Context: an optimization exercise on an open-source flow, tuned for small area. The choices shown serve that exercise and are no tape-out recipe.
Where RTL was checked, it was by simulation tests only, not by an equivalence proof against the original.
Power and IR drop assume default switching activity.

## rio
module rio #(
    parameter int TIMEOUT   = 2700000,
    parameter int PULSE_LEN = 108,
    parameter int DIR_DELAY = 18,
    parameter int ACC_BITS  = 24
) (
    input  logic                sysclk,
    input  logic                arst_n,
    input  rio_pkg::reg_addr_t           awaddr,
    input  logic                awvalid,
    output logic                awready,
    input  rio_pkg::reg_word_t           wdata,
    input  logic [3:0]          wstrb,
    input  logic                wvalid,
    output logic                wready,
    output logic [1:0]          bresp,
    output logic                bvalid,
    input  logic                bready,
    input  rio_pkg::reg_addr_t           araddr,
    input  logic                arvalid,
    output logic                arready,
    output rio_pkg::reg_word_t           rdata,
    output logic [1:0]          rresp,
    output logic                rvalid,
    input  logic                rready,
    output logic [motion_pkg::NUM_AXES-1:0] step,
    output logic [motion_pkg::NUM_AXES-1:0] dir,
    output logic [motion_pkg::NUM_AXES-1:0] en,
    input  logic [motion_pkg::NUM_AXES-1:0] home,
    output logic                out_bit,
    output logic                timeout
);
Size: ~480 flip-flops, roughly 110 I/O pins, about 0.022 sq mm of cells after synthesis.
==> module link_watchdog, before the edit <==
module link_watchdog #(
    parameter int TIMEOUT = 2700000
) (
    input  logic      sysclk,
    input  logic      arst_n,
    input  logic      commit,
    output logic      timeout,
    output rio_pkg::reg_word_t tstamp
);
    if (TIMEOUT == 2700000) begin : g_lfsr
        localparam logic [21:0] LFSR_LAST = 22'h1a780c;
        logic [21:0] lfsr;
        always_ff @(posedge sysclk or negedge arst_n) begin
            if (!arst_n) begin
                lfsr    <= '0;
                timeout <= 1'b0;
            end else if (commit) begin
                lfsr    <= '0;
                timeout <= 1'b0;
            end else begin
                lfsr    <= {lfsr[20:0], ~(lfsr[21] ^ lfsr[20])};
                if (lfsr == LFSR_LAST) begin
                    timeout <= 1'b1;
                end
            end
        end
    end else begin : g_count
        localparam int CNT_BITS = $clog2(TIMEOUT + 1);
        logic [CNT_BITS-1:0] idle_cnt;
        always_ff @(posedge sysclk or negedge arst_n) begin
            if (!arst_n) begin
                idle_cnt <= '0;
            end else if (commit) begin
                idle_cnt <= '0;
            end else if (!timeout) begin
                idle_cnt <= idle_cnt + 1'b1;
            end
        end
        assign timeout = (idle_cnt == CNT_BITS'(TIMEOUT));
    end
    logic [31:0] ts_t;
    always_comb begin
        ts_t[0] = 1'b1;
        for (int i = 1; i < 32; i++) begin
            ts_t[i] = ts_t[i-1] & tstamp[i-1];
        end
    end
    always_ff @(posedge sysclk or negedge arst_n) begin
        if (!arst_n) begin
            tstamp <= '0;
        end else begin
            tstamp <= tstamp ^ ts_t;
        end
    end
endmodule
export LEC_CHECK = 0
export CAP_MARGIN = 20
export CORE_MARGIN = 2
export CORE_UTILIZATION = 60
export CTS_BUF_LIST = sky130_fd_sc_hd__clkbuf_8
export CTS_CLUSTER_DIAMETER = 60
export CTS_CLUSTER_SIZE = 16
export SLEW_MARGIN = 20
create_clock -name core_clock -period 8.0 [get_ports {sysclk}]
standard.sh (not shown) runs the stock make flow with config.mk's settings and CLKGATE_MAP_FILE= SYNTH_SCRIPT=/design/flow/synth_recipe.tcl, a recipe that flattens the netlist after the stock synthesis.
==> flow/flow/run.sh <==
#!/bin/bash
# Layout flow: the standard ORFS flow (standard.sh), with
#  - the port buffers made of the smallest buffer cell,
#  - the combinational logic re-mapped for area by OpenROAD's restructure
#    after floorplanning (flops untouched), using a copy of the library
#    without the platform's don't-use cells,
#  - clock tree synthesis without dummy loads (the same options as the
#    standard flow otherwise, from config.mk),

# Each tool's output goes to a log file of its own in this folder.
set -o pipefail
W=$(pwd)
LIB=$FLOW_HOME/platforms/sky130hd/lib/sky130_fd_sc_hd__tt_025C_1v80.lib
mkdir -p $W/rmp
python3 $W/flow/filter_lib.py $LIB $W/rmp/area.lib > filter_lib.log 2>&1
cat > $W/post_floorplan.tcl <<EOT
restructure -target area -liberty_file $W/rmp/area.lib -tielo_port sky130_fd_sc_hd__conb_1/LO -tiehi_port sky130_fd_sc_hd__conb_1/HI -work_dir $W/rmp -abc_logfile $W/rmp_abc.log
EOT
export BUFFER_PORTS_ARGS="-buffer_cell sky130_fd_sc_hd__buf_1"
export POST_FLOORPLAN_TCL=$W/post_floorplan.tcl
export CTS_ARGS="-sink_clustering_enable -repair_clock_nets -sink_clustering_size 16 -sink_clustering_max_diameter 60 -buf_list sky130_fd_sc_hd__clkbuf_8 -dont_use_dummy_load"
bash standard.sh finish > standard.log 2>&1
==> flow/flow/filter_lib.py <==
# Copy a liberty file, leaving out the cells the platform marks don't-use
# (lpflow_* and probe*), so that restructure's ABC run cannot pick them.
import re, sys
src, dst = sys.argv[1], sys.argv[2]
text = open(src).read()
out = []
pos = 0
drop = re.compile(r'sky130_fd_sc_hd__(lpflow_|probe)')
n = 0
for m in re.finditer(r'\n\s*cell\s*\(\s*"?([A-Za-z0-9_]+)"?\s*\)\s*\{', text):
    if m.start() < pos:
        continue
    name = m.group(1)
    # find the end of this cell block by brace matching
    i = m.end(); depth = 1
    while depth:
        c = text[i]
        if c == '{': depth += 1
        elif c == '}': depth -= 1
        i += 1
    if drop.match(name):
        out.append(text[pos:m.start()])
        pos = i
        n += 1
out.append(text[pos:])
open(dst, 'w').write(''.join(out))
print("dropped", n, "cells")
Edit:
--- a/flow/design.v
+++ b/flow/design.v
@@ -233,23 +233,25 @@
                 idle_cnt <= idle_cnt + 1'b1;
             end
         end
         assign timeout = (idle_cnt == CNT_BITS'(TIMEOUT));
     end
     logic [31:0] ts_t;
+    logic [31:0] nts;
+    assign tstamp = ~nts;
     always_comb begin
         ts_t[0] = 1'b1;
         for (int i = 1; i < 32; i++) begin
             ts_t[i] = ts_t[i-1] & tstamp[i-1];
         end
     end
     always_ff @(posedge sysclk or negedge arst_n) begin
         if (!arst_n) begin
-            tstamp <= '0;
+            nts <= '1;
         end else begin
-            tstamp <= tstamp ^ ts_t;
+            nts <= nts ^ ts_t;
         end
     end
 endmodule
 `timescale 1ns/1ps
 module stepgen #(
     parameter int PULSE_LEN = 108,
Effect: Fmax shrinks by 2.1%; wire length grows by 2.2%; total power barely changes; synthesized area is higher by 1.1%; final cell count drops by 0.30%.
Only the layout flow was run in the first run of this note; the RTL was not checked for function there.


rio, a different RTL version from the one above (not shown whole).
For scale: roughly 1800 cells after synthesis, about 470 flip-flops, ~110 I/O pins, about 0.022 mm2 of cells after synthesis.
==> module stepgen, before the edit <==
module stepgen #(
    parameter int PULSE_LEN = 108,
    parameter int DIR_DELAY = 18,
    parameter int ACC_BITS  = 24
) (
    input  logic      sysclk,
    input  logic      arst_n,
    input  motion_pkg::vcode_t velocity,
    input  logic      enable,
    input  logic      vel_ok,
    output logic      step,
    output logic      dir,
    output logic      en,
    output motion_pkg::position_t position
);
    localparam int TMR_MAX  = (PULSE_LEN > DIR_DELAY) ? PULSE_LEN : DIR_DELAY;
    localparam int TMR_BITS = $clog2(TMR_MAX + 1);
    localparam bit USE_LFSR = (PULSE_LEN == 108) && (DIR_DELAY == 18);
    localparam logic [TMR_BITS-1:0] TMR_PULSE = USE_LFSR ? TMR_BITS'(7'h3d) : TMR_BITS'(PULSE_LEN - 1);
    localparam logic [TMR_BITS-1:0] TMR_DIR   = USE_LFSR ? TMR_BITS'(7'h23) : TMR_BITS'(DIR_DELAY - 1);
    localparam int NB = 3;
    localparam int BW = ACC_BITS / NB;
    motion_pkg::dir_state_e          state;
    motion_pkg::dir_state_e          state_n;
    logic [TMR_BITS-1:0] timer;
    logic [TMR_BITS-1:0] timer_n;
    logic [TMR_BITS-1:0] tmr_step;
    logic                tmr_done;
    logic [ACC_BITS-1:0] acc;
    logic [ACC_BITS-1:0] acc_n;
    logic [ACC_BITS-1:0] mag;
    logic                ovf;
    logic                vel_neg;
    logic                step_req;
    logic                pending;
    logic                pending_n;
    logic                dir_n;
    logic                launch;
    logic                start_pulse;
    logic                gate;
    logic [31:0]         pos_t;
    motion_pkg::position_t pos_n;
    assign gate     = enable & vel_ok;
    assign vel_neg  = velocity[motion_pkg::VC_NEG];
    assign mag      = ~velocity[ACC_BITS-1:0] & {ACC_BITS{gate}};
    logic [ACC_BITS:0] cc;
    always_comb begin
        cc[0] = 1'b0;
        for (int i = 0; i < ACC_BITS; i++) begin
            acc_n[i] = acc[i] ^ mag[i] ^ cc[i];
            cc[i+1]  = (acc[i] & mag[i]) | (cc[i] & (acc[i] ^ mag[i]));
        end
    end
    logic [NB-1:0] blk_g;
    logic [NB-1:0] blk_p;
    always_comb begin
        logic g;
        for (int j = 0; j < NB; j++) begin
            g = 1'b0;
            blk_p[j] = 1'b1;
            for (int i = BW*j; i < BW*j+BW; i++) begin
                g        = (acc[i] & mag[i]) | (g & (acc[i] ^ mag[i]));
                blk_p[j] = blk_p[j] & (acc[i] ^ mag[i]);
            end
            blk_g[j] = g;
        end
        ovf = 1'b0;
        for (int j = 0; j < NB; j++) begin
            ovf = blk_g[j] | (blk_p[j] & ovf);
        end
    end
    assign step_req = ovf | (gate & velocity[motion_pkg::VC_BIG]);
    logic [31:0] pos_up;
    logic [31:0] pos_dn;
    always_comb begin
        pos_up[0] = start_pulse & ~dir;
        pos_dn[0] = start_pulse & dir;
        for (int i = 1; i < 32; i++) begin
            pos_up[i] = pos_up[i-1] & position[i-1];
            pos_dn[i] = pos_dn[i-1] & ~position[i-1];
        end
        pos_t = pos_up | pos_dn;
        pos_n = position ^ pos_t;
    end
    assign step = (state == motion_pkg::PULSE);
    assign tmr_done = (timer == '0);
    assign tmr_step = USE_LFSR ? {timer[TMR_BITS-2:0], ~(timer[TMR_BITS-1] ^ timer[TMR_BITS-2])}
                               : timer - 1'b1;
    always_comb begin
        state_n     = state;
        timer_n     = tmr_step;    
        pending_n   = pending;
        dir_n       = dir;
        launch      = 1'b0;
        start_pulse = 1'b0;
        case (state)
            motion_pkg::IDLE: launch = step_req;
            motion_pkg::DIR_SETUP: begin
                pending_n = pending | step_req;
                if (!tmr_done) begin
                    timer_n = tmr_step;
                end else if (enable) begin
                    start_pulse = 1'b1;
                end else begin
                    state_n = motion_pkg::IDLE;
                end
            end
            motion_pkg::PULSE: begin
                pending_n = pending | step_req;
                if (!tmr_done) begin
                    timer_n = tmr_step;
                end else begin
                    state_n = motion_pkg::SPACE;
                    timer_n = TMR_PULSE;
                end
            end
            motion_pkg::SPACE: begin
                if (!tmr_done) begin
                    pending_n = pending | step_req;
                    timer_n   = tmr_step;
                end else begin
                    launch    = enable & (pending | step_req);
                    pending_n = pending & step_req;
                    state_n   = motion_pkg::IDLE;
                end
            end
            default: state_n = motion_pkg::IDLE;
        endcase
        if (launch) begin
            if (vel_neg != dir) begin
                dir_n   = vel_neg;
                state_n = motion_pkg::DIR_SETUP;
                timer_n = TMR_DIR;
            end else begin
                start_pulse = 1'b1;
            end
        end
        if (start_pulse) begin
            state_n = motion_pkg::PULSE;
            timer_n = TMR_PULSE;
        end
        if (!enable) begin
            pending_n = 1'b0;
        end
    end
    always_ff @(posedge sysclk or negedge arst_n) begin
        if (!arst_n) begin
            state    <= motion_pkg::IDLE;
            pending  <= 1'b0;
            dir      <= 1'b0;
            en       <= 1'b0;
            acc      <= '0;
            position <= '0;
        end else begin
            state   <= state_n;
            pending <= pending_n;
            dir     <= dir_n;
            en      <= enable;
            acc     <= acc_n;
            position <= pos_n;
        end
    end
    always_ff @(posedge sysclk) begin
        timer <= timer_n;
    end
endmodule
Settings: LEC_CHECK=0, CAP_MARGIN=20, CORE_MARGIN=2, CORE_UTILIZATION=60, CTS_BUF_LIST=sky130_fd_sc_hd__clkbuf_8, CTS_CLUSTER_DIAMETER=60, CTS_CLUSTER_SIZE=16, SLEW_MARGIN=20; clock period 8.0 ns.
Scripts as last shown in full above: flow/flow/run.sh, flow/flow/filter_lib.py
The starting point reached the layout checks and failed them: setup timing.
Change:
--- a/flow/design.v
+++ b/flow/design.v
@@ -280,8 +280,12 @@
     logic [TMR_BITS-1:0] tmr_step;
     logic                tmr_done;
     logic [ACC_BITS-1:0] acc;
     logic [ACC_BITS-1:0] acc_n;
+    logic [NB-1:1]       lag;
+    logic [NB-1:0]       blk_c;
+    logic [NB:0]         q1;
+    logic [NB:0]         q2;
     logic [ACC_BITS-1:0] mag;
     logic                ovf;
     logic                vel_neg;
     logic                step_req;
@@ -297,32 +301,34 @@
     assign vel_neg  = velocity[motion_pkg::VC_NEG];
     assign mag      = ~velocity[ACC_BITS-1:0] & {ACC_BITS{gate}};
     logic [ACC_BITS:0] cc;
     always_comb begin
-        cc[0] = 1'b0;
-        for (int i = 0; i < ACC_BITS; i++) begin
-            acc_n[i] = acc[i] ^ mag[i] ^ cc[i];
-            cc[i+1]  = (acc[i] & mag[i]) | (cc[i] & (acc[i] ^ mag[i]));
-        end
-    end
-    logic [NB-1:0] blk_g;
-    logic [NB-1:0] blk_p;
-    always_comb begin
-        logic g;
         for (int j = 0; j < NB; j++) begin
-            g = 1'b0;
-            blk_p[j] = 1'b1;
+            cc[BW*j] = (j == 0) ? 1'b0 : lag[j];
             for (int i = BW*j; i < BW*j+BW; i++) begin
-                g        = (acc[i] & mag[i]) | (g & (acc[i] ^ mag[i]));
-                blk_p[j] = blk_p[j] & (acc[i] ^ mag[i]);
+                acc_n[i] = acc[i] ^ mag[i] ^ cc[i];
+                cc[i+1]  = (acc[i] & mag[i]) | (cc[i] & (acc[i] ^ mag[i]));
             end
-            blk_g[j] = g;
+            blk_c[j] = cc[BW*j+BW];
         end
-        ovf = 1'b0;
+        cc[ACC_BITS] = blk_c[NB-1];
+    end
+    logic [NB-1:0] all1;
+    logic [NB-1:0] all1b;
+    always_comb begin
+        q1[0] = 1'b0;
+        q2[0] = 1'b0;
         for (int j = 0; j < NB; j++) begin
-            ovf = blk_g[j] | (blk_p[j] & ovf);
+            all1[j]  = &acc_n[BW*j +: BW];
+            all1b[j] = &acc_n[BW*j+1 +: BW-1];
+            q1[j+1] = blk_c[j] | (all1[j] & q1[j]) | (all1b[j] & q2[j]);
+            q2[j+1] = blk_c[j] & ((all1[j] & q1[j]) | (all1b[j] & q2[j]));
         end
     end
+    logic kc;
+    logic kc_n;
+    assign kc_n = (all1[NB-1] & q1[NB-1]) | (all1b[NB-1] & q2[NB-1]);
+    assign ovf  = kc ? q2[NB] : q1[NB];
     assign step_req = ovf | (gate & velocity[motion_pkg::VC_BIG]);
     logic [31:0] pos_up;
     logic [31:0] pos_dn;
     always_comb begin
@@ -402,15 +408,19 @@
             pending  <= 1'b0;
             dir      <= 1'b0;
             en       <= 1'b0;
             acc      <= '0;
+            lag      <= '0;
+            kc       <= 1'b0;
             position <= '0;
         end else begin
             state   <= state_n;
             pending <= pending_n;
             dir     <= dir_n;
             en      <= enable;
             acc     <= acc_n;
+            lag     <= blk_c[NB-2:0];
+            kc      <= kc_n;
             position <= pos_n;
         end
     end
     always_ff @(posedge sysclk) begin
This time the run finished clean.
Routed wire length went down by 9.3%.
Cell count goes down by 6.2%.
Synthesized cell count came out lower by 2.5%.
Hold slack improves by 27 ps.
Sequential share of layout area goes up by 5.8 points.
Only the layout flow was run in the first run of this note; the RTL was not checked for function there.

## static timing again, ports no longer ideal
How much do the figures lean on ideal ports? The routed layouts below were timed once more, with nothing changed but the port constraints.
Step 1 sets driving cells, clkbuf_16 on the clock port and buf_2 on the other inputs (assumed; they add their load-dependent delay and slew).
Step 2 moves the port delays by t, midway between the first and last clock arrival at a register: inputs arrive t later, outputs are due t later. That takes back most of the time a late clock gives input paths.
a / b / c = ideal / step 1 / step 2; a / b = the first two.
| run | t, ns | slack for setup (ns) | worst data-port slew with drivers (ns) | cell pins on the clock port's net |
|---|---|---|---|---|
| the first run of note 1 | 0.611 | 0.840 / 0.840 / 0.840 | 0.09 | 1 |
| the second run of note 1 | 0.647 | 0.685 / 0.685 / 0.685 | 0.07 | 1 |
| the first run of note 2 | 0.653 | -0.473 / -0.473 / -0.473 | 0.09 | 1 |
| the second run of note 2 | 0.641 | 0.717 / 0.717 / 0.717 | 0.06 | 1 |
